This is an optimization exercise on Yosys and OpenROAD, whose aim is small area, a short achievable clock period and few clock cycles per item, not a production implementation. The RTL was checked by simulation tests, not by an equivalence proof against the original design.

## flow/design.v (module list and top-level ports; edited modules follow where they fit)
// module cos_input_port: 31 lines
// module mul_cs: 296 lines
// module sq_cs: 224 lines
// module term_c2: 236 lines
// module term_c5: 150 lines
// module term_c3: 164 lines
// module term_c6: 124 lines
// module term_c4: 126 lines
// module term_c7: 214 lines
// module add_pfx: 28 lines
// module term_add: 20 lines
// module carry_pfx: 25 lines
// module cos_output_port: 46 lines
// module cos_taylor_top: 271 lines
module cos_taylor_top (
	input  logic                                    major_clk,
	input  logic                                    rst,
	input  logic                                    in_req,
	input  logic signed [cos_pkg::angle_width-1:0]  in_angle,
	output logic                                    in_ack,
	output logic                                    out_req,
	input  logic                                    out_ack,
	output logic signed [cos_pkg::result_width-1:0] out_result
);
  // ...
==> flow/run.sh <==
#!/bin/bash
# synth_recipe.tcl (not shown) runs the flow's synth.tcl, then flattens the netlist and writes it again
# the make line also repeats each setting of config.mk as NAME=value (left out here)
make -C /OpenROAD-flow-scripts/flow DESIGN_CONFIG=/design/flow/config.mk WORK_HOME=/design/flow/orfs CLKGATE_MAP_FILE= SYNTH_SCRIPT=/design/flow/synth_recipe.tcl finish
==> flow/config.mk <==
export PLATFORM = sky130hd
export DESIGN_NAME = cos_taylor_top
export DESIGN_NICKNAME = cos_taylor_top
export VERILOG_FILES = /design/flow/design.v
export SDC_FILE = /design/flow/constraint.sdc
export NUM_CORES = 4
export LEC_CHECK = 0
export CAP_MARGIN = 20
export CORE_MARGIN = 2
export CORE_UTILIZATION = 40
export PLACE_DENSITY = 0.6
export SETUP_SLACK_MARGIN = 5
export SLEW_MARGIN = 20
==> flow/constraint.sdc <==
create_clock -name core_clock -period 9.5 [get_ports {major_clk}]
set_input_delay 1.9000 -clock core_clock [delete_from_list [all_inputs] [get_ports {major_clk}]]
set_output_delay 1.9000 -clock core_clock [all_outputs]
set_load 0.01 [all_outputs]
==> impl_metrics.json, run 1 <==
{
  "crit_path_end_kind": "flip-flop",
  "min_from": "rb_bd[2][19]$_DFF_P_",
  "fin_ws_ns": 5.33,
  "grtUsageMet3_pct": 3.11,
  "setup.worst_path.class": "flip-flop to flip-flop",
  "cts_made_buffers": 138,
  "ys_types": 68,
  "grtUsageMet1_pct": 27.2,
  "multi_input_area_sq_mm": 0.0543,
  "period_share_pct": 43.9,
  "run_status": "timing/DRC/antenna clean",
  "num_antenna_cells": 1,
  "worstHoldEndpoint": "ra_bd[3][19]$_DFF_P_",
  "synth_top_area_share_pct": 26.6,
  "worstRegToRegCells": 9,
  "antenna_found_initial": 4,
  "cts_buffer_depth": 3,
  "cp_num_buf_inv": 4,
  "wl_met3_um": 13000,
  "vias_per_cell": 5.19,
  "hpwl_um": 151000,
  "tightest_slew_ns": 1.16,
  "synth_most_common_cell": "inv_1",
  "crit_required_ns": 10.17,
  "clkCellAreaFrac_pct": 5.12,
  "use_met2_pct": 31.4,
  "htree_levels": 4,
  "setup.worst_path.end": "rb_c[3][6]$_DFF_P_",
  "hold_class": "flip-flop to flip-flop",
  "synth_common_cells": "inv_1 (1211), dfxtp_1 (1157), fa_1 (1116)"
}
Testbench counts, summed over its fixed seeds: cycles 4,336, items 2,048.
==> inputs of run 2 (changes only) <==
==> flow/flow/run.sh (new file) <==
#!/bin/bash
set -euo pipefail
MARGIN=$(cat flow/margin.txt)
bash standard.sh SETUP_SLACK_MARGIN="$MARGIN" TNS_END_PERCENT=100 finish > standard.log 2>&1
==> flow/flow/margin.txt (new file) <==
6.0
==> flow/standard.sh (new file) <==
#!/bin/bash
# synth_recipe.tcl (not shown) runs the flow's synth.tcl, then flattens the netlist and writes it again
# the make line also repeats each setting of config.mk as NAME=value (left out here)
make -C /OpenROAD-flow-scripts/flow DESIGN_CONFIG=/design/flow/config.mk WORK_HOME=/design/flow/orfs CLKGATE_MAP_FILE= SYNTH_SCRIPT=/design/flow/synth_recipe.tcl "${@:-finish}"
--- a/flow/config.mk
+++ b/flow/config.mk
@@ -10,4 +10,3 @@
 export CORE_UTILIZATION = 40
 export PLACE_DENSITY = 0.6
-export SETUP_SLACK_MARGIN = 5
 export SLEW_MARGIN = 20
removed: flow/run.sh
==> run 2 against run 1 <==
Effect of this change: final cell count grew 0.79%; utilization increased by 0.49 points; critical path depth decreased by 2; area after synthesis stayed put; die area unchanged; non-clock buffer count is 87 higher; critical path type unchanged.
==> impl_metrics.json, run 2 <==
{
  "start_util_pct": 40.2,
  "ctsHoldBuffers": 0,
  "synth.largest_area_cell": "dfxtp_1",
  "hpwl_um": 162000,
  "synth_common_cells": "inv_1 (1211), dfxtp_1 (1157), fa_1 (1116)",
  "routed_wl_um": 227000,
  "yosys_most_used_dff": "dfxtp_1",
  "die_x_um": 471,
  "vias_per_cell": 5.24,
  "path_delay_family": "adder cells",
  "path_common_cell": "fa_1",
  "gp_congestion": 0.907,
  "grt_pass1_vias": 61815,
  "avgSynthCellArea_sq_um": 10.7,
  "critPathLaunch": "ra_bd[6][14]$_DFF_P_",
  "drt_iter0_drc": 4733,
  "grt_usage_pct": 20.7,
  "cp.arrival_ns": 4.11,
  "cts-root-buf": "clkbuf_16",
  "multi_input_area_sq_mm": 0.0546,
  "htree_levels": 4,
  "drv_cap": 0,
  "layout_min_cycle_time_ns": 3.46,
  "hold_viol": 0,
  "cpPeakStageDelay_ns": 0.97,
  "crit_path_top_delay_cell": "dfxtp_1",
  "regArea_sq_mm": 0.0264,
  "startpoint_type": "flip-flop",
  "mostFrequentLayoutCells": "inv_1 (1203), fa_1 (1114), dfxtp_1 (1007), a22oi_1 (816), ha_1 (595)",
  "tightest_slew_ns": 1.01,
  "finalSetupTns_ns": 0,
  "num_rows": 171,
  "whs_ns": 0.297,
  "syn_nets": 9912,
  "path_cells": "a22oi_1, xor2_1, fa_1, fa_1, fa_1, inv_1, fa_1",
  "finalNetCount": 9700,
  "synthesis.area_sq_mm": 0.0872,
  "yosysWarnings": 63,
  "tritoncts": "yes",
  "cts_made_buffers": 137,
  "vias": 57269,
  "ant_nets": 0,
  "ys_seq_area_share_pct": 30.1,
  "min_from": "rb_bd[3][18]$_DFF_P_",
  "hold_class": "flip-flop to flip-flop",
  "layout_commonest_cell": "inv_1",
  "io_pins": 38,
  "fin_ws_ns": 6.04,
  "fillerInstances": 20235,
  "crit_path_end_kind": "flip-flop",
  "setup_viol": 0,
  "maxSlewHeadroom_pct": 32.8,
  "clock_latency_ns": 0.79,
  "grt_pass1_wl_um": 360000,
  "core_sq_mm": 0.217,
  "reg.largest.list": "rb_c: 150 flops, rb_s: 150 flops",
  "use_met2_pct": 33.5,
  "portBuffers": 37,
  "crit_required_ns": 10.15,
  "dieArea_sq_mm": 0.222,
  "grtUsageMet1_pct": 27.5,
  "layout-drive-gt1-share_pct": 8.40,
  "ys_types": 68,
  "cts_buffer_depth": 3,
  "netlist_instances": 8174,
  "grt_max_degree": 89,
  "synth_most_common_cell": "inv_1",
  "grt_setup_unrepaired": "true",
  "wl_per_cell_um": 20.8,
  "period_share_pct": 36.4,
  "cp_num_buf_inv": 1,
  "reg2reg_from": "ra_bd[6][14]$_DFF_P_",
  "grt-busiest-layer": "met2",
  "antenna_found_initial": 6,
  "clkTransAtPathRegs_ns": 0.06,
  "synthArstFlopShare_pct": 0,
  "max_freq_mhz": 289,
  "syn2layout_area_growth_pct": 9.68,
  "synth_seq_cells": 1258,
  "dp_slack_ns": 5.36,
  "first_pass_iters": 8,
  "synth_top_cells_by_area": "dfxtp_1 (27%), fa_1 (26%), ha_1 (8.6%), a22oi_1 (7.0%), xnor2_1 (5.8%)",
  "synth_top_area_share_pct": 26.6,
  "run_status": "timing/DRC/antenna clean",
  "drc": 0,
  "cts.sinks": 1258,
  "synth_edf_count": 101,
  "dieHeight_um": 471,
  "grtUsageMet3_pct": 3.51,
  "slew_violations": 0,
  "path_max_fanout": 19,
  "gr-total-overflow": 0,
  "fin_skew_ns": 0.0498,
  "setup.worst_path.class": "flip-flop to flip-flop"
}
[run 2: cell count changes in the layout (fill, tap and decap cells not counted), sizes merged]
cell / delta
clkbuf: +21
inv: -14
clkdlybuf4s15: +13
diode: +4
clkinvlp: +4
bufinv: -7
buf: +88
dlygate4sd2: +2
clkdlybuf4s50: -18
clkinv: -7
[run 2: per-layer routing]
layer  up-vias  wire [um]  part of all wire, %
met5         -          0                    0
met4         0       9500                  4.2
met3       560      14400                  6.4
met2      2178     105000                   46
met1     28770      97700                   43
li1      25761          -                    -
[run 2: layout make-up]
cell class              instances  area share, %
clock inverters                58          0.829
inverters                    1217           4.84
flip-flops and latches       1258           27.6
clock buffers                 189           4.04
well taps                    2854           3.74
multi-input cells            5133           57.1
repair buffers                213           1.83
repair inverters                2         0.0105
diodes                          5         0.0131
[run 2: kinds of logic (layout without fill, tap and decap cells)]
logic type | Yosys count | after routing | share of synthesized area (%)
muxes | 82 | 82 | 1.01
adders and majority gates | 1718 | 1718 | 34.3
DFF | 1258 | 1258 | 30.1
other | 0 | 5 | 0
and+or+nand+nor | 815 | 815 | 4.66
AOI/OAI and AO/OA | 1405 | 1405 | 11.1
xor gates and xnor gates | 1113 | 1113 | 11.2
buffers and inverters | 1783 | 1679 | 7.68
[run 2: timing repair]
action / CTS / global route
setup endpoints to repair: 320 / 215
setup buffers: 28 / 46
pin swaps: 5 / 20
gates cloned: 0 / 2
gates resized for setup: 157 / 133
[run 2: path summary, 6_finish.rpt]
kind	end	slack [ns]	depth (start not counted)
worst max-delay path	rb_c[6][8]$_DFF_P_	6.04	7
worst min-delay path	ra_bd[4][18]$_DFF_P_	0.30	0
worst max register to register	rb_c[6][8]$_DFF_P_	6.04	7
worst min register to register	ra_bd[4][18]$_DFF_P_	0.30	0
[run 2: per-stage QoR]
stage / area, sq um / util (%) / std cells
2_1_floorplan: 87200 / - / 8174
3_3_place_gp: 89800 / 41.4 / 10601
3_5_place_dp: 89800 / 41.4 / 10601
4_1_cts: 94900 / 43.7 / 10876
5_1_grt: 95600 / 44.1 / 10926
6_report: 95600 / 44.1 / 10929
==> inputs of run 3 (changes only) <==
==> flow/flow/margin.txt (replaced) <==
6.3
==> run 3 against run 2 <==
Effect of this change: final cell count grew 1.4%; utilization is 1.4 points higher; area after synthesis did not move; highest routed layer is now met5.
==> impl_metrics.json, run 3 <==
{
  "ant_nets": 0,
  "io_pins": 38,
  "hpwl_um": 160000,
  "core_sq_mm": 0.217,
  "cts_made_buffers": 137,
  "fin_util_pct": 45.5,
  "setup.worst_path.class": "flip-flop to output pin",
  "htree_levels": 4,
  "dpl-instance-area_sq_mm": 0.0898,
  "layout_min_cycle_time_ns": 3.39,
  "grt_pass1_vias": 62317,
  "fin_skew_ns": 0.0421,
  "hold_viol": 0,
  "tritoncts": "yes",
  "slew_violations": 0,
  "gp_congestion": 0.884,
  "wl_per_cell_um": 21.1,
  "cp.arrival_ns": 1.49,
  "num_rows": 171,
  "synth_top_cells_by_area": "dfxtp_1 (27%), fa_1 (26%), ha_1 (8.6%), a22oi_1 (7.0%), xnor2_1 (5.8%)",
  "grt_max_degree": 88,
  "first_pass_iters": 12,
  "grt_pass1_wl_um": 366000,
  "drc": 0,
  "synth.largest_area_cell": "dfxtp_1",
  "yosysWarnings": 63,
  "grt_setup_unrepaired": "true",
  "layout_commonest_cell": "inv_1",
  "synth_common_cells": "inv_1 (1211), dfxtp_1 (1157), fa_1 (1116)",
  "cts-root-buf": "clkbuf_16",
  "cts.sinks": 1258,
  "start_util_pct": 40.2,
  "clock_latency_ns": 0.81,
  "vias_per_cell": 5.23,
  "ctsHoldBuffers": 0,
  "syn2layout_area_growth_pct": 13.2,
  "layout-drive-gt1-share_pct": 12.6,
  "period_share_pct": 35.6,
  "grt_usage_pct": 21.0,
  "drv_cap": 0,
  "drt_iter0_drc": 4730,
  "synth_most_common_cell": "inv_1",
  "cpPeakStageDelay_ns": 0.49,
  "synth_seq_cells": 1258,
  "maxSlewHeadroom_pct": 26.0,
  "ys_seq_area_share_pct": 30.1,
  "crit_path_top_delay_cell": "edfxtp_1",
  "synthArstFlopShare_pct": 0,
  "tightest_slew_ns": 1.11,
  "path_delay_family": "flip-flops",
  "cts_buffer_depth": 3,
  "yosys_most_used_dff": "dfxtp_1",
  "ys_types": 68,
  "clkTransAtPathRegs_ns": 0.07,
  "vias": 57964,
  "antenna_found_initial": 6,
  "finalNetCount": 9845,
  "dieArea_sq_mm": 0.222,
  "max_freq_mhz": 295,
  "portBuffers": 37,
  "dp_cells": 10585,
  "reg.largest.list": "rb_c: 150 flops, rb_s: 150 flops",
  "final_cell_count_no_fill": 11079,
  "syn_nets": 9912,
  "crit_path_end_kind": "output pin",
  "dieHeight_um": 471,
  "path_cells": "buf_2",
  "die_x_um": 471,
  "startpoint_type": "flip-flop",
  "hold_class": "flip-flop to flip-flop",
  "whs_ns": 0.300,
  "fin_area_sq_mm": 0.0986,
  "synth_edf_count": 101,
  "setup_viol": 0,
  "crit_required_ns": 7.60,
  "fillerInstances": 20053,
  "netlist_instances": 8174,
  "cp_num_buf_inv": 1,
  "finalSetupTns_ns": 0,
  "gr-total-overflow": 0,
  "synthesis.area_sq_mm": 0.0872,
  "path_max_fanout": 1,
  "synth_top_area_share_pct": 26.6,
  "avgSynthCellArea_sq_um": 10.7,
  "run_status": "timing/DRC/antenna clean",
  "routed_wl_um": 233000,
  "mostFrequentLayoutCells": "inv_1 (1183), fa_1 (1101), dfxtp_1 (956), a22oi_1 (808), ha_1 (586)"
}
==> run 3: cell types whose count changed in the layout (fill, tap and decap cells not counted), sizes merged, moves of 7 or more <==
cell | previous run | this run
buf | 177 | 339
clkinvlp | 20 | 28
bufinv | 9 | 16
clkbuf | 191 | 177
clkdlybuf4s15 | 13 | 0
clkinv | 32 | 40
==> run 3: path summary, 6_finish.rpt <==
check | startpoint | end | slack (ns) | cells past startpoint
setup reg to reg | e1_t1[0]$_DFF_P_ | u_cos_output_port.out_result[14]$_DFFE_PP_ | 6.13 | 14
hold reg to reg | ra_acc[2][9]$_DFF_P_ | rb_acc[2][9]$_DFF_P_ | 0.30 | 0
setup / recovery | u_cos_output_port.out_result[2]$_DFFE_PP_ | out_result[2] | 6.11 | 1
hold / removal | ra_acc[2][9]$_DFF_P_ | rb_acc[2][9]$_DFF_P_ | 0.30 | 0
==> run 3: cell type report <==
| cell class | instances | area (sq um) | area share, % |
|---|---|---|---|
| Clock buffer | 175 | 3870 | 3.93 |
| Clock inverter | 79 | 1110 | 1.13 |
| Inverter | 1217 | 4670 | 4.74 |
| Antenna cell | 3 | 7.51 | 0.00761 |
| Tap cell | 2854 | 3570 | 3.62 |
| Timing Repair Buffer | 360 | 3380 | 3.42 |
| Sequential cell | 1258 | 26800 | 27.2 |
| Multi-Input combinational cell | 5133 | 55200 | 56.0 |
==> run 3: cells by family (layout without fill, tap and decap cells) <==
kind of cell	count (synthesis)	in the layout	synth area share [%]
buffers and inverters	1783	1831	7.68
adders and majority gates	1718	1718	34.3
muxes	82	82	1.01
other	0	3	0
AOI/OAI and AO/OA	1405	1405	11.1
and+or+nand+nor	815	815	4.66
xor gates and xnor gates	1113	1113	11.2
DFF	1258	1258	30.1
==> run 3: repair_timing <==
| item | 4_1_cts | 5_1_grt |
|---|---|---|
| pin swaps | 51 | 99 |
| gates cloned | 0 | 1 |
| setup buffers | 128 | 108 |
| resized for setup | 397 | 259 |
| endpoints found under the hold margin | 0 | 0 |
| endpoints found under the setup margin | 360 | 244 |
==> run 3: through the flow <==
step	setup slack (ns)
5_1_grt	6.00
3_3_place_gp	5.54
4_1_cts	6.05
2_1_floorplan	6.30
3_5_place_dp	5.47
6_report	6.11
==> run 3: routing by layer <==
layer / vias up / share of wire (%) / GRT usage (%)
met1: 29295 / 43 / 28.0
met4: 2 / 4.0 / 8.62
li1: 26038 / - / -
met3: 489 / 6.5 / 3.51
met2: 2140 / 47 / 33.8
met5: - / 0.0056 / 0
==> module cos_output_port, before the edit <==
module cos_output_port (
	input  logic                    major_clk,
	input  logic                    rst,
	input  logic                    res_v,        
	input  logic [result_width-1:0] res,
	output logic                    credit,       
	input  logic                    pend_v,       
	output logic                    out_req,
	input  logic                    out_ack,
	output logic [result_width-1:0] out_result
);
	logic                    skid_v;
	logic [result_width-1:0] skid;
	logic                    full;    
	logic                    load;    
	logic                    src_v;
	logic [result_width-1:0] src;
	assign credit = !((pend_v && skid_v) || (pend_v && full) || (skid_v && full));
	assign src_v = skid_v || res_v;
	assign src   = skid_v ? skid : res;
	assign load  = src_v && !full;
	always_ff @(posedge major_clk) begin
		if (rst) begin
			full    <= 1'b0;
			out_req <= 1'b0;
			skid_v  <= 1'b0;
		end else begin
			skid_v <= (skid_v && full) || (res_v && (skid_v || full));
			if (load) begin
				full    <= 1'b1;
				out_req <= !out_ack;
			end else if (out_req && out_ack) begin
				out_req <= 1'b0;
				full    <= 1'b0;
			end else if (full && !out_req && !out_ack) begin
				out_req <= 1'b1;
			end
		end
	end
	always_ff @(posedge major_clk) begin
		if (load)
			out_result <= src;
		if (res_v && (skid_v || full))
			skid <= res;
	end
endmodule
==> module cos_taylor_top, before the edit <==
module cos_taylor_top (
	input  logic                                    major_clk,
	input  logic                                    rst,
	input  logic                                    in_req,
	input  logic signed [cos_pkg::angle_width-1:0]  in_angle,
	output logic                                    in_ack,
	output logic                                    out_req,
	input  logic                                    out_ack,
	output logic signed [cos_pkg::result_width-1:0] out_result
);
	localparam int NM = 6;    
	localparam int LC = 8;    
	localparam int CW = 33 - LC;
	function automatic logic [23:0] booth(input logic [15:0] a);
		logic [16:0] e;
		logic [7:0]  one, two, neg;
		e = {a, 1'b0};
		for (int i = 0; i < 8; i++) begin
			neg[i] = e[2*i+2];
			one[i] = e[2*i+1] ^ e[2*i];
			two[i] = (e[2*i+2] & ~e[2*i+1] & ~e[2*i]) | (~e[2*i+2] & e[2*i+1] & e[2*i]);
		end
		booth = {neg, two, one};
	endfunction
	logic        a0_v;
	logic [15:0] a0_ang;
	logic        q1_take;
	cos_input_port u_cos_input_port (
		.major_clk (major_clk),
		.rst       (rst),
		.in_req    (in_req),
		.in_angle  (in_angle),
		.in_ack    (in_ack),
		.take      (q1_take),
		.angle     (a0_ang),
		.angle_v   (a0_v)
	);
	logic [17:0] sq_r0, sq_r1;
	logic        sq_c;
	sq_cs u_sq (.a(a0_ang), .r0(sq_r0), .r1(sq_r1), .cin(sq_c));
	logic        q1_v;
	logic [17:0] q1_r0, q1_r1;
	logic        q1_c;
	logic [15:0] q1_a;
	logic        recirc;       
	logic        q1_go;        
	assign q1_go   = q1_v && !recirc;
	assign q1_take = !q1_v || q1_go;
	always_ff @(posedge major_clk) begin
		if (rst)
			q1_v <= 1'b0;
		else
			q1_v <= (a0_v && q1_take) || (q1_v && !q1_go);
	end
	always_ff @(posedge major_clk) begin
		if (q1_take) begin
			q1_r0 <= sq_r0;
			q1_r1 <= sq_r1;
			q1_c  <= sq_c;
			q1_a  <= a0_ang;
		end
	end
	logic [17:0] new_x;
	logic [15:0] new_acc;
	add_pfx #(.W(18)) u_p2 (.a(q1_r0), .b(q1_r1), .cin(q1_c), .s(new_x));
	assign new_acc = 16'h4000 - {new_x[13:0], 2'b00};
	logic        ra_v   [1:NM];
	logic        ra_p2  [1:NM];    
	logic        ra_pk  [1:NM];    
	logic [17:0] ra_x   [1:NM];
	logic [23:0] ra_bd  [1:NM];
	logic [15:0] ra_acc [1:NM];
	logic        rb_v   [1:NM];
	logic        rb_p2  [1:NM];
	logic        rb_pk  [1:NM];
	logic [CW-1:0] rb_s [1:NM];
	logic [CW-1:0] rb_c [1:NM];
	logic        rb_ci  [1:NM];
	logic [23:0] rb_bd  [1:NM];
	logic [15:0] rb_acc [1:NM];
	logic        rb_tv  [1:NM];    
	logic [15:0] rb_t0  [1:NM];
	logic [15:0] rb_t1  [1:NM];
	logic        rb_tc  [1:NM];
	logic        r0_v, r0_p2, r0_pk;
	logic [17:0] r0_x;
	logic [23:0] r0_bd;
	logic [15:0] r0_acc;
	for (genvar m = 1; m <= NM; m++) begin : g_stage
		logic [CW-1:0] s, c;
		logic          ci;
		mul_cs u_mul (
			.x   (ra_x[m]),
			.one (ra_bd[m][7:0]),
			.two (ra_bd[m][15:8]),
			.neg (ra_bd[m][23:16]),
			.r0  (s),
			.r1  (c),
			.cin (ci)
		);
		logic [15:0] t0, t1;
		logic        tc, tv;
		if (m == 1) begin : g_t
			term_c4 u_t (.x(ra_x[m]), .r0(t0), .r1(t1), .cin(tc));
			assign tv = ra_p2[m] && !ra_pk[m];
		end else if (m == 3) begin : g_t
			logic [15:0] a0, a1, b0, b1;
			logic        ac, bc;
			term_c2 u_ta (.x(ra_x[m]), .r0(a0), .r1(a1), .cin(ac));
			term_c5 u_tb (.x(ra_x[m]), .r0(b0), .r1(b1), .cin(bc));
			assign t0 = ra_p2[m] ? b0 : a0;
			assign t1 = ra_p2[m] ? b1 : a1;
			assign tc = ra_p2[m] ? bc : ac;
			assign tv = !ra_pk[m];
		end else if (m == 5) begin : g_t
			logic [15:0] a0, a1, b0, b1;
			logic        ac, bc;
			term_c3 u_ta (.x(ra_x[m]), .r0(a0), .r1(a1), .cin(ac));
			term_c6 u_tb (.x(ra_x[m]), .r0(b0), .r1(b1), .cin(bc));
			assign t0 = ra_p2[m] ? b0 : a0;
			assign t1 = ra_p2[m] ? b1 : a1;
			assign tc = ra_p2[m] ? bc : ac;
			assign tv = !ra_pk[m];
		end else begin : g_t
			assign t0 = '0;
			assign t1 = '0;
			assign tc = 1'b0;
			assign tv = 1'b0;
		end
		always_ff @(posedge major_clk) begin
			if (rst)
				rb_v[m] <= 1'b0;
			else
				rb_v[m] <= ra_v[m];
		end
		always_ff @(posedge major_clk) begin
			rb_p2[m]  <= ra_p2[m];
			rb_pk[m]  <= ra_pk[m];
			rb_s[m]   <= s;
			rb_c[m]   <= c;
			rb_ci[m]  <= ci;
			rb_bd[m]  <= ra_bd[m];
			rb_acc[m] <= ra_acc[m];
			rb_tv[m]  <= tv;
			rb_t0[m]  <= t0;
			rb_t1[m]  <= t1;
			rb_tc[m]  <= tc;
		end
		logic [CW-1:0] yw;
		logic [17:0]   y;
		logic [15:0]   acc_n;
		add_pfx #(.W(CW)) u_y (.a(rb_s[m]), .b(rb_c[m]), .cin(rb_ci[m]), .s(yw));
		assign y = yw[CW-1:15-LC];
		term_add u_add (
			.acc (rb_acc[m]),
			.en  (rb_tv[m]),
			.r0  (rb_t0[m]),
			.r1  (rb_t1[m]),
			.cin (rb_tc[m]),
			.sum (acc_n)
		);
		if (m < NM) begin : g_next
			always_ff @(posedge major_clk) begin
				if (rst)
					ra_v[m+1] <= 1'b0;
				else
					ra_v[m+1] <= rb_v[m];
			end
			always_ff @(posedge major_clk) begin
				ra_p2[m+1]  <= rb_p2[m];
				ra_pk[m+1]  <= rb_pk[m];
				ra_x[m+1]   <= y;
				ra_bd[m+1]  <= rb_bd[m];
				ra_acc[m+1] <= acc_n;
			end
		end else begin : g_last
			always_ff @(posedge major_clk) begin
				if (rst)
					r0_v <= 1'b0;
				else
					r0_v <= rb_v[m];
			end
			always_ff @(posedge major_clk) begin
				r0_p2  <= rb_p2[m];
				r0_pk  <= rb_pk[m];
				r0_x   <= rb_pk[m] ? rb_bd[m][17:0] : y;   
				r0_bd  <= rb_bd[m];
				r0_acc <= acc_n;
			end
		end
	end
	logic        credit;
	logic        leave;
	logic [17:0] p14;
	logic [3:0]  pk_in;    
	logic [3:0]  pk_out;   
	assign leave  = r0_v && r0_p2 && credit &&
	                (r0_pk ? (r0_bd[21:18] == pk_out) : (pk_in == pk_out));
	assign recirc = r0_v && !leave;
	assign p14    = r0_x;
	always_ff @(posedge major_clk) begin
		if (rst) begin
			pk_in  <= '0;
			pk_out <= '0;
		end else begin
			if (recirc && r0_p2 && !r0_pk)
				pk_in <= pk_in + 1'b1;
			if (leave && r0_pk)
				pk_out <= pk_out + 1'b1;
		end
	end
	always_ff @(posedge major_clk) begin
		if (rst)
			ra_v[1] <= 1'b0;
		else
			ra_v[1] <= recirc || q1_v;
	end
	always_ff @(posedge major_clk) begin
		if (recirc) begin
			ra_p2[1]  <= 1'b1;
			ra_pk[1]  <= r0_p2;
			ra_x[1]   <= r0_x;
			ra_bd[1]  <= (r0_p2 && !r0_pk) ? {r0_bd[23:22], pk_in, r0_x} : r0_bd;
			ra_acc[1] <= r0_acc;
		end else begin
			ra_p2[1]  <= 1'b0;
			ra_pk[1]  <= 1'b0;
			ra_x[1]   <= new_x;
			ra_bd[1]  <= booth(q1_a);
			ra_acc[1] <= new_acc;
		end
	end
	logic [15:0] t7_0, t7_1;
	logic        t7_c;
	term_c7 u_t7 (.x(p14), .r0(t7_0), .r1(t7_1), .cin(t7_c));
	logic        e1_v;
	logic [15:0] e1_acc, e1_t0, e1_t1;
	logic        e1_tc;
	always_ff @(posedge major_clk) begin
		if (rst)
			e1_v <= 1'b0;
		else
			e1_v <= leave;
	end
	always_ff @(posedge major_clk) begin
		e1_acc <= r0_acc;
		e1_t0  <= t7_0;
		e1_t1  <= t7_1;
		e1_tc  <= t7_c;
	end
	logic [15:0] res;
	term_add u_add7 (
		.acc (e1_acc),
		.en  (1'b1),
		.r0  (e1_t0),
		.r1  (e1_t1),
		.cin (e1_tc),
		.sum (res)
	);
	cos_output_port u_cos_output_port (
		.major_clk  (major_clk),
		.rst        (rst),
		.res_v      (e1_v),
		.res        (res),
		.credit     (credit),
		.pend_v     (e1_v),
		.out_req    (out_req),
		.out_ack    (out_ack),
		.out_result (out_result)
	);
endmodule
==> inputs of run 4 (changes only) <==
--- a/flow/design.v
+++ b/flow/design.v
@@ -1661,37 +1661,47 @@
 	output logic [result_width-1:0] out_result
 );
-	logic                    skid_v;
-	logic [result_width-1:0] skid;
-	logic                    full;    
-	logic                    load;    
-	logic                    src_v;
-	logic [result_width-1:0] src;
-	assign credit = !((pend_v && skid_v) || (pend_v && full) || (skid_v && full));
-	assign src_v = skid_v || res_v;
-	assign src   = skid_v ? skid : res;
-	assign load  = src_v && !full;
+	logic [result_width-1:0] b0, b1;    
+	logic                    b0_v, b1_v;
+	logic                    wr, rd;    
+	logic                    cur_v;
+	logic [result_width-1:0] cur;
+	logic                    pop;
+	assign credit = !((pend_v && b0_v) || (pend_v && b1_v) || (b0_v && b1_v));
+	assign cur_v = rd ? b1_v : b0_v;
+	assign cur   = rd ? b1 : b0;
+	assign pop   = out_req && out_ack;
 	always_ff @(posedge major_clk) begin
 		if (rst) begin
-			full    <= 1'b0;
+			b0_v    <= 1'b0;
+			b1_v    <= 1'b0;
+			wr      <= 1'b0;
+			rd      <= 1'b0;
 			out_req <= 1'b0;
-			skid_v  <= 1'b0;
 		end else begin
-			skid_v <= (skid_v && full) || (res_v && (skid_v || full));
-			if (load) begin
-				full    <= 1'b1;
-				out_req <= !out_ack;
-			end else if (out_req && out_ack) begin
+			if (res_v) begin
+				wr <= !wr;
+				if (wr)
+					b1_v <= 1'b1;
+				else
+					b0_v <= 1'b1;
+			end
+			if (pop) begin
+				rd      <= !rd;
 				out_req <= 1'b0;
-				full    <= 1'b0;
-			end else if (full && !out_req && !out_ack) begin
-				out_req <= 1'b1;
+				if (rd)
+					b1_v <= 1'b0;
+				else
+					b0_v <= 1'b0;
+			end else if (!out_req && cur_v && !out_ack) begin
+				out_req <= 1'b1;    
 			end
 		end
 	end
 	always_ff @(posedge major_clk) begin
-		if (load)
-			out_result <= src;
-		if (res_v && (skid_v || full))
-			skid <= res;
+		if (res_v && !wr)
+			b0 <= res;
+		if (res_v && wr)
+			b1 <= res;
+		out_result <= cur;
 	end
 endmodule
@@ -1763,5 +1773,10 @@
 	logic [15:0] new_acc;
 	add_pfx #(.W(18)) u_p2 (.a(q1_r0), .b(q1_r1), .cin(q1_c), .s(new_x));
-	assign new_acc = 16'h4000 - {new_x[13:0], 2'b00};
+	logic [15:0] na_a, na_b, na_x, na_m;
+	assign na_a = {~q1_r0[13:0], 2'b00};
+	assign na_b = {~q1_r1[13:0], 2'b00};
+	assign na_x = na_a ^ na_b ^ 16'h4004;
+	assign na_m = (na_a & na_b) | ((na_a | na_b) & 16'h4004);
+	add_pfx #(.W(16)) u_na (.a(na_x), .b({na_m[14:2], ~q1_c, 2'b00}), .cin(1'b0), .s(new_acc));
 	logic        ra_v   [1:NM];
 	logic        ra_p2  [1:NM];    
==> flow/flow/margin.txt (replaced) <==
6.2
==> run 4 against run 3 <==
Effect of this change: still clean on timing, DRC and antenna; first-iteration DRC count up 0.44%; wire length fell by 3.7%; clock skew down 0.0074 ns; final cell count rose by 3.7%; largest cell class unchanged.
==> impl_metrics.json, run 4 <==
{
  "core_sq_mm": 0.222,
  "first_pass_iters": 8,
  "grt_max_degree": 74,
  "run_status": "timing/DRC/antenna clean",
  "synth_seq_cells": 1276,
  "grt_pass1_wl_um": 357000,
  "grt_setup_unrepaired": "true",
  "portBuffers": 37,
  "hold_viol": 0,
  "ys_types": 70,
  "crit_required_ns": 10.03,
  "yosysWarnings": 63,
  "clock_latency_ns": 0.78,
  "use_met2_pct": 31.3,
  "syn2layout_area_growth_pct": 10.2,
  "layout_min_cycle_time_ns": 3.26,
  "ys_seq_area_share_pct": 29.7,
  "path_cells": "and2_4, fa_1, fa_1, inv_1, fa_1, inv_2, ha_4, a2111oi_4, o21ai_1, a31o_2",
  "final_cell_count_no_fill": 11485,
  "num_rows": 173,
  "gp_congestion": 0.908,
  "layout_commonest_cell": "inv_1",
  "ctsHoldBuffers": 0,
  "startpoint_type": "flip-flop",
  "synth_top_area_share_pct": 26.3,
  "drv_cap": 0,
  "synthArstFlopShare_pct": 0,
  "cp.arrival_ns": 3.78,
  "ant_nets": 0,
  "whs_ns": 0.303,
  "yosys_most_used_dff": "dfxtp_1",
  "dieArea_sq_mm": 0.227,
  "finalSetupTns_ns": 0,
  "htree_levels": 4,
  "crit_path_end_kind": "flip-flop",
  "start_util_pct": 40.2,
  "setup.worst_path.class": "flip-flop to flip-flop",
  "grt-busiest-layer": "met2",
  "vias": 59440,
  "grtUsageMet1_pct": 27.1,
  "slew_violations": 0,
  "period_share_pct": 34.3,
  "netlist_instances": 8587,
  "cts_buffer_depth": 3,
  "crit_path_top_delay_cell": "edfxtp_1",
  "grt_pass1_vias": 63369,
  "grtUsageMet3_pct": 3.47,
  "wl_per_cell_um": 19.6,
  "maxSlewHeadroom_pct": 27.1,
  "fin_area_sq_mm": 0.0985,
  "path_max_fanout": 5,
  "synth_most_common_cell": "inv_1",
  "dp_cells": 11113,
  "tritoncts": "yes",
  "cts-root-buf": "clkbuf_16",
  "gr-total-overflow": 0,
  "synthesis.area_sq_mm": 0.0894,
  "clkTransAtPathRegs_ns": 0.07,
  "path_common_cell": "fa_1",
  "drc": 0,
  "hpwl_um": 156000,
  "drt_iter0_drc": 4751,
  "synth_edf_count": 101,
  "synth_top_cells_by_area": "dfxtp_1 (26%), fa_1 (25%), ha_1 (8.8%), xnor2_1 (6.9%), a22oi_1 (6.9%)",
  "max_freq_mhz": 307,
  "die_x_um": 477,
  "reg.largest.list": "rb_c: 150 flops, rb_s: 150 flops",
  "dpl-instance-area_sq_mm": 0.0921,
  "dieHeight_um": 477,
  "synth.largest_area_cell": "dfxtp_1",
  "tightest_slew_ns": 1.09,
  "cpPeakStageDelay_ns": 0.51,
  "setup_viol": 0,
  "finalNetCount": 10159,
  "fin_skew_ns": 0.0347,
  "cts_made_buffers": 139,
  "syn_nets": 10352,
  "antenna_found_initial": 3,
  "hold_class": "flip-flop to flip-flop",
  "layout-drive-gt1-share_pct": 8.76,
  "routed_wl_um": 225000,
  "io_pins": 38,
  "grt_usage_pct": 19.6,
  "avgSynthCellArea_sq_um": 10.4,
  "synth_common_cells": "inv_1 (1429), dfxtp_1 (1175), fa_1 (1118)",
  "mostFrequentLayoutCells": "inv_1 (1406), fa_1 (1114), dfxtp_1 (987), a22oi_1 (816), xnor2_1 (703)",
  "vias_per_cell": 5.18,
  "cts.sinks": 1276
}
-- run 4: changes by cell type after synthesis, sizes merged, moves of 12 or more --
cell,change
nand2,+80
xnor2,+122
dfxtp,+18
a31oi,+13
nand2b,-12
xor2,-112
inv,+225
ha,+25
buf,+13
a21o,+32
a21oi,+65
and2,-80
-- run 4: layout make-up --
type / instances / area (sq um)
diodes: 2 / 5.00
inverters: 1436 / 5470
fillers: 20756 / 124000
clock buffers: 199 / 4050
repair buffers: 239 / 2190
well taps: 2975 / 3720
multi-input cells: 5302 / 55500
clock inverters: 56 / 592
flip-flops and latches: 1276 / 27000
-- run 4: what timing repair did --
item | in CTS | in global routing
resized for setup | 225 | 127
cloned | 0 | 1
pin swaps | 2 | 15
buffers inserted | 43 | 71
setup endpoints to repair | 324 | 193
-- run 4: path summary, 6_finish.rpt --
check	startpoint	endpoint	slack (ns)	depth (start not counted)
min	rb_bd[2][20]$_DFF_P_	ra_bd[3][20]$_DFF_P_	0.30	0
max	u_cos_input_port.angle[0]$_DFFE_PN_	q1_c$_DFFE_PP_	6.24	10
min reg2reg	rb_bd[2][20]$_DFF_P_	ra_bd[3][20]$_DFF_P_	0.30	0
max reg2reg	u_cos_input_port.angle[0]$_DFFE_PN_	q1_c$_DFFE_PP_	6.24	10
-- run 4: routing by layer --
| layer | part of all wire (%) | vias up |
|---|---|---|
| met5 | 0 | - |
| met4 | 2.5 | 0 |
| met3 | 7.1 | 403 |
| met2 | 46 | 2235 |
| met1 | 44 | 29746 |
| li1 | - | 27056 |
-- run 4: kinds of logic after synthesis --
family / share of synthesized area [%]
buf+inv: 8.44
flops: 29.7
xor+xnor: 11.0
mux: 0.935
compound gates: 11.9
simple gates: 4.27
fa+ha+maj: 33.8
-- run 4: critical path, delay by kind of cell, from the launching register on --
| family | cells | cell delay, ns |
|---|---|---|
| fa+ha+maj | 4 | 1.62 |
| compound gates | 3 | 0.56 |
| flops | 1 | 0.51 |
| simple gates | 1 | 0.22 |
| buf+inv | 2 | 0.10 |
-- run 4: metrics by stage --
stage	util, %	worst slack (ns)
6_report	44.3	6.24
5_1_grt	44.3	6.02
4_1_cts	43.8	6.15
2_1_floorplan	-	6.20
3_3_place_gp	41.4	5.65
3_5_place_dp	41.4	5.58
Testbench counts of run 4, summed over its fixed seeds: cycles 4,344, items 2,048.
==> inputs of run 5 (changes only) <==
--- a/flow/config.mk
+++ b/flow/config.mk
@@ -9,4 +9,6 @@
 export CORE_MARGIN = 2
 export CORE_UTILIZATION = 40
+export CTS_CLUSTER_DIAMETER = 70
+export CTS_CLUSTER_SIZE = 24
 export PLACE_DENSITY = 0.6
 export SLEW_MARGIN = 20
==> run 5 against run 4 <==
Effect of this change: clock-buffer cell count decreased by 104; maximum frequency decreased by 0.21%; synthesized cell count unchanged; die area unchanged; area after synthesis unchanged; worst setup slack got worse by 0.0067 ns; register-to-register slack about the same; critical endpoint unchanged; largest cell class unchanged.
==> impl_metrics.json, run 5 <==
{
  "run_status": "timing/DRC/antenna clean",
  "vias_per_cell": 5.20,
  "synthAdderAreaFrac_pct": 33.8,
  "setup.worst_path.end": "q1_c$_DFFE_PP_",
  "grt_pass1_wl_um": 355000,
  "synth_top_cells_by_area": "dfxtp_1 (26%), fa_1 (25%), ha_1 (8.8%), xnor2_1 (6.9%), a22oi_1 (6.9%)",
  "finalNetCount": 10105,
  "vias": 59150,
  "cpPeakStageDelay_ns": 0.51,
  "layout_min_cycle_time_ns": 3.26,
  "cts.sinks": 1276,
  "wl_per_cell_um": 19.6,
  "path_delay_family": "adder cells",
  "path_cells": "and2_4, fa_1, fa_1, inv_1, fa_1, inv_2, ha_4, a2111oi_4, o21ai_1, a31o_2",
  "cts-root-buf": "clkbuf_16",
  "synth_compound_area_share_pct": 11.9,
  "cp_num_buf_inv": 2,
  "ys_types": 70,
  "tightest_slew_ns": 1.07,
  "dieHeight_um": 477,
  "setup.worst_path.class": "flip-flop to flip-flop",
  "finalSetupTns_ns": 0,
  "antenna_found_initial": 4,
  "path_max_fanout": 4,
  "gr-total-overflow": 0,
  "min_from": "rb_bd[5][4]$_DFF_P_",
  "hold_class": "flip-flop to flip-flop",
  "synth-xor-area-share_pct": 11.0,
  "htree_levels": 3,
  "drt_iter0_drc": 5021,
  "synthArstFlopShare_pct": 0,
  "synth_common_cells": "inv_1 (1429), dfxtp_1 (1175), fa_1 (1118)",
  "first_pass_iters": 9,
  "synth.largest_area_cell": "dfxtp_1",
  "period_share_pct": 34.3,
  "slew_violations": 0,
  "critPathLaunch": "u_cos_input_port.angle[0]$_DFFE_PN_",
  "dp_cells": 11113,
  "path_depth": 10,
  "fin_area_sq_mm": 0.0971,
  "core_sq_mm": 0.222,
  "gp_congestion": 0.908,
  "synth_edf_count": 101,
  "worstRegToRegCells": 10,
  "grt_max_degree": 74,
  "num_rows": 173,
  "fin_ws_ns": 6.24,
  "clkTransAtPathRegs_ns": 0.09,
  "syn2layout_area_growth_pct": 8.57,
  "final_cell_count_no_fill": 11381,
  "netlist_instances": 8587,
  "synth_top_area_share_pct": 26.3,
  "synth_most_common_cell": "inv_1",
  "grt_pass1_vias": 62668,
  "grt_usage_pct": 19.5,
  "rr_endpoint": "q1_c$_DFFE_PP_",
  "cp.arrival_ns": 3.75,
  "setup_viol": 0,
  "max_freq_mhz": 307,
  "synthSimpleGateAreaFrac_pct": 4.27,
  "synth_mux_area_share_pct": 0.935,
  "reg.largest.list": "rb_c: 150 flops, rb_s: 150 flops",
  "ant_nets": 0,
  "path_common_cell": "fa_1",
  "io_pins": 38,
  "rrSetupSlack_ns": 6.24,
  "crit_path_end_kind": "flip-flop",
  "synth_seq_cells": 1276,
  "mostFrequentLayoutCells": "inv_1 (1407), fa_1 (1113), dfxtp_1 (987), a22oi_1 (816), xnor2_1 (703)",
  "synth_top_family_by_area": "adder cells",
  "layout_commonest_cell": "inv_1",
  "layout-drive-gt1-share_pct": 8.00,
  "maxSlewHeadroom_pct": 28.8,
  "dp_slack_ns": 5.58,
  "tritoncts": "yes",
  "grt_setup_unrepaired": "true",
  "clock_latency_ns": 0.74,
  "dpl-instance-area_sq_mm": 0.0921,
  "fin_skew_ns": 0.0270,
  "ctsHoldBuffers": 0,
  "hold_viol": 0,
  "crit_required_ns": 9.99,
  "routed_wl_um": 223000,
  "startpoint_type": "flip-flop",
  "whs_ns": 0.315,
  "synthesis.area_sq_mm": 0.0894,
  "start_util_pct": 40.2,
  "crit_path_top_delay_cell": "edfxtp_1",
  "drv_cap": 0,
  "yosys_most_used_dff": "dfxtp_1",
  "drc": 0,
  "hpwl_um": 156000,
  "yosysWarnings": 63,
  "die_x_um": 477,
  "dieArea_sq_mm": 0.227,
  "reg2reg_from": "u_cos_input_port.angle[0]$_DFFE_PN_",
  "cts_made_buffers": 87,
  "portBuffers": 37,
  "cts_buffer_depth": 3,
  "ys_seq_area_share_pct": 29.7,
  "syn_nets": 10352,
  "avgSynthCellArea_sq_um": 10.4
}
## run 5: cell counts after synthesis
Identical to the previous run, type by type.
## run 5: how the worst min path moves through the flow
stage / depth (start not counted) / endpoint / slack (ns)
finish: 0 / ra_bd[6][4]$_DFF_P_ / 0.31
global route: 0 / ra_bd[6][4]$_DFF_P_ / 0.31
CTS: 0 / ra_bd[6][4]$_DFF_P_ / 0.31
detailed placement: 0 / ra_acc[3][14]$_DFF_P_ / 0.31
global placement: 0 / rb_acc[3][13]$_DFF_P_ / 0.31
floorplan: 0 / r0_acc[0]$_DFF_P_ / 0.31
## run 5: repair_timing
| item | in CTS | in global routing |
|---|---|---|
| buffers inserted | 42 | 70 |
| gates resized for setup | 224 | 131 |
| hold endpoints to repair | 0 | 0 |
| pin swaps | 2 | 14 |
| gates cloned | 0 | 1 |
| setup endpoints to repair | 330 | 206 |
## run 5: layout make-up
type | instances | area (sq um)
fillers | 20878 | 125000
diodes | 1 | 2.50
clock buffers | 95 | 2290
flip-flops and latches | 1276 | 27000
inverters | 1436 | 5460
multi-input cells | 5302 | 55600
repair buffers | 237 | 2220
clock inverters | 59 | 858
well taps | 2975 | 3720
## run 5: logic make-up (layout without fill, tap and decap cells)
group	Yosys count	in the layout
xor gates and xnor gates	1123	1123
DFF	1276	1276
AOI/OAI and AO/OA	1549	1549
other	0	1
adders and majority gates	1745	1745
muxes	77	77
buffers and inverters	2009	1827
and+or+nand+nor	808	808
## run 5: per-stage QoR
step | utilization (%)
after detailed placement | 41.4
after global routing | 43.7
after global placement | 41.4
after CTS | 43.2
after floorplan | -
final | 43.7
## run 5: metal layers
| layer | track usage (%) | routed length, um | vias to the layer above |
|---|---|---|---|
| li1 | - | - | 26907 |
| met1 | 27.2 | 98600 | 29582 |
| met2 | 31.2 | 103000 | 2253 |
| met3 | 3.01 | 16100 | 408 |
| met4 | 5.37 | 5930 | 0 |
| met5 | 0 | 0 | - |
==> inputs of run 6 (changes only) <==
--- a/flow/config.mk
+++ b/flow/config.mk
@@ -8,7 +8,7 @@
 export CAP_MARGIN = 20
 export CORE_MARGIN = 2
-export CORE_UTILIZATION = 40
+export CORE_UTILIZATION = 55
 export CTS_CLUSTER_DIAMETER = 70
 export CTS_CLUSTER_SIZE = 24
-export PLACE_DENSITY = 0.6
+export PLACE_DENSITY = 0.7
 export SLEW_MARGIN = 20
==> run 6 against run 5 <==
Effect of this change: still clean; global-route usage increased by 6.8 points; clock skew grew 0.034 ns; flip-flop and latch count did not move; worst setup slack worse by 0.0066 ns; hold slack lost 0.0085 ns; final cell count is 7.0% lower; register-to-register slack is essentially flat; synthesized cell count unchanged; clock-buffer cell count is 11 higher; non-clock buffer count fell by 6; critical endpoint unchanged; largest cell class unchanged.
==> impl_metrics.json, run 6 <==
{
  "run_status": "timing/DRC/antenna clean",
  "path_max_fanout": 4,
  "grt_max_degree": 74,
  "gr-total-overflow": 0,
  "wl_per_cell_um": 20.6,
  "finalNetCount": 10111,
  "hpwl_um": 152000,
  "dieArea_sq_mm": 0.166,
  "synth.largest_area_cell": "dfxtp_1",
  "die_x_um": 407,
  "yosys_most_used_dff": "dfxtp_1",
  "num_rows": 147,
  "synth_most_common_cell": "inv_1",
  "tritoncts": "yes",
  "hold_class": "flip-flop to flip-flop",
  "min_from": "rb_bd[4][12]$_DFF_P_",
  "mostFrequentLayoutCells": "inv_1 (1406), fa_1 (1113), dfxtp_1 (975), a22oi_1 (816), xnor2_1 (704)",
  "reg2reg_from": "u_cos_input_port.angle[9]$_DFFE_PN_",
  "grt_setup_unrepaired": "true",
  "antenna_found_initial": 5,
  "syn_nets": 10352,
  "ys_types": 70,
  "yosysWarnings": 63,
  "cts-root-buf": "clkbuf_16",
  "dp_slack_ns": 5.46,
  "routed_wl_um": 218000,
  "drt_iter0_drc": 5708,
  "portBuffers": 37,
  "synth_edf_count": 101,
  "netlist_instances": 8587,
  "layout_min_cycle_time_ns": 3.27,
  "syn2layout_area_growth_pct": 8.02,
  "ys_seq_area_share_pct": 29.7,
  "vias_per_cell": 5.64,
  "cp.arrival_ns": 3.78,
  "clkTransAtPathRegs_ns": 0.08,
  "crit_path_end_kind": "flip-flop",
  "maxSlewHeadroom_pct": 30.5,
  "period_share_pct": 34.4,
  "clock_latency_ns": 0.78,
  "drc": 0,
  "cts.sinks": 1276,
  "synth_seq_cells": 1276,
  "cts_made_buffers": 98,
  "setup.worst_path.class": "flip-flop to flip-flop",
  "max_freq_mhz": 306,
  "fin_ws_ns": 6.23,
  "synth_top_cells_by_area": "dfxtp_1 (26%), fa_1 (25%), ha_1 (8.8%), xnor2_1 (6.9%), a22oi_1 (6.9%)",
  "num_antenna_cells": 0,
  "vias": 59683,
  "ctsHoldBuffers": 0,
  "drv_cap": 0,
  "start_util_pct": 55.6,
  "avgSynthCellArea_sq_um": 10.4,
  "critPathLaunch": "u_cos_input_port.angle[9]$_DFFE_PN_",
  "ant_nets": 0,
  "htree_levels": 3,
  "io_pins": 38,
  "dieHeight_um": 407,
  "core_sq_mm": 0.161,
  "grt_pass1_vias": 63165,
  "startpoint_type": "flip-flop",
  "grt_usage_pct": 26.2,
  "layout-drive-gt1-share_pct": 8.45,
  "setup_viol": 0,
  "first_pass_iters": 8,
  "crit_required_ns": 10.01,
  "gp_congestion": 0.914,
  "fillerInstances": 13168,
  "synth_common_cells": "inv_1 (1429), dfxtp_1 (1175), fa_1 (1118)",
  "cts_buffer_depth": 3,
  "synthesis.area_sq_mm": 0.0894,
  "layout_commonest_cell": "inv_1",
  "hold_viol": 0,
  "reg.largest.list": "rb_c: 150 flops, rb_s: 150 flops",
  "grt_pass1_wl_um": 349000,
  "tightest_slew_ns": 1.04,
  "finalSetupTns_ns": 0,
  "fin_skew_ns": 0.0614,
  "slew_violations": 0,
  "synthArstFlopShare_pct": 0,
  "synth_top_area_share_pct": 26.3
}
-- run 6: cell count changes in the layout (fill, tap and decap cells not counted), moves of 3 or more --
cell,change
clkinv_16,+10
clkbuf_16,+8
dfxtp_2,+13
buf_12,-5
o21ai_0,-3
dlygate4sd2_1,-12
inv_16,+4
o21ai_1,+3
dfxtp_1,-12
clkbuf_2,+8
clkinvlp_4,+4
-- run 6: logic make-up after synthesis --
| kind of cell | share of synthesized area [%] |
|---|---|
| simple gates | 4.27 |
| xor+xnor | 11.0 |
| flops | 29.7 |
| compound gates | 11.9 |
| buf+inv | 8.44 |
| mux | 0.935 |
| fa+ha+maj | 33.8 |
-- run 6: worst max-delay path: stages, from the launching register on --
cell,delay [ns]
edfxtp_1,0.40
buf_8,0.15
and2_4,0.16
fa_2,0.46
fa_1,0.49
inv_1,0.05
fa_1,0.49
inv_2,0.05
ha_4,0.16
a2111oi_4,0.25
o21ai_1,0.12
a31o_2,0.23
-- run 6: final timing paths --
kind / end / slack [ns] / depth (start not counted)
worst min-delay path: ra_bd[5][12]$_DFF_P_ / 0.31 / 0
worst max-delay path: q1_c$_DFFE_PP_ / 6.23 / 11
worst max register to register: q1_c$_DFFE_PP_ / 6.23 / 11
worst min register to register: ra_bd[5][12]$_DFF_P_ / 0.31 / 0
-- run 6: layer usage --
metal  wire length [um]  share of wire (%)  vias up  GRT usage, %
met5                 27              0.012        -             0
met4               7700                3.5        4          9.10
met1              91300                 42    29730          35.8
met3              16600                7.6      515          4.26
met2             102000                 47     2531          42.4
li1                   -                  -    26903             -
-- run 6: cell type report --
type / instances / area (sq um) / share of cell area, %
flip-flops and latches: 1276 / 27000 / 27.9
inverters: 1436 / 5470 / 5.66
clock buffers: 106 / 2530 / 2.62
clock inverters: 74 / 1220 / 1.27
multi-input cells: 5303 / 55600 / 57.5
repair buffers: 231 / 2120 / 2.20
well taps: 2160 / 2700 / 2.80
-- run 6: repair_timing --
| action | in CTS | in global routing |
|---|---|---|
| setup buffers | 40 | 79 |
| resized for setup | 240 | 140 |
| setup endpoints to repair | 324 | 200 |
| gates cloned | 0 | 1 |
| pin swaps | 7 | 13 |
-- run 6: metrics by stage --
stage	instances	hold WS, ns	utilization, %	cell area (sq um)
CTS	10506	0.316	59.3	95500
detailed placement	10286	0.312	56.6	91000
floorplan	8587	0.310	-	89700
global route	10586	0.326	60.0	96600
global placement	10286	0.310	56.6	91000
finish	10586	0.306	60.0	96600

[separate check: timing with driven ports]
The results above use ideal ports. As a check the final layouts listed here were re-extracted and re-timed, cells and wires unchanged. Step 1, drivers: a clkbuf_16 drives major_clk and a buf_2 each remaining input, both assumed. Step 2 moves the port delays by t, midway between the first and last clock arrival at a register: inputs arrive t later, outputs are due t later. That takes back most of the time a late clock gives input paths. Three values: ideal ports, drivers, drivers and shift; two values: the first two.
| run | t, ns | slack for setup (ns) | hold slack, ns | clock arrival spread, ns |
|---|---|---|---|---|
| run 1 | 0.858 | 5.334 / 5.334 / 5.334 | 0.300 / 0.300 / 0.300 | 0.043 / 0.042 |
| run 2 | 0.849 | 6.042 / 5.979 / 6.042 | 0.297 / 0.297 / 0.297 | 0.052 / 0.053 |
| run 3 | 0.877 | 6.115 / 6.028 / 6.131 | 0.300 / 0.300 / 0.300 | 0.047 / 0.047 |
| run 4 | 0.848 | 6.245 / 6.185 / 6.245 | 0.303 / 0.303 / 0.303 | 0.043 / 0.044 |
| run 5 | 0.819 | 6.238 / 6.189 / 6.238 | 0.315 / 0.315 / 0.315 | 0.032 / 0.032 |
| run 6 | 0.834 | 6.231 / 6.183 / 6.231 | 0.306 / 0.306 / 0.306 | 0.069 / 0.069 |
After both steps every run listed still meets setup and hold.
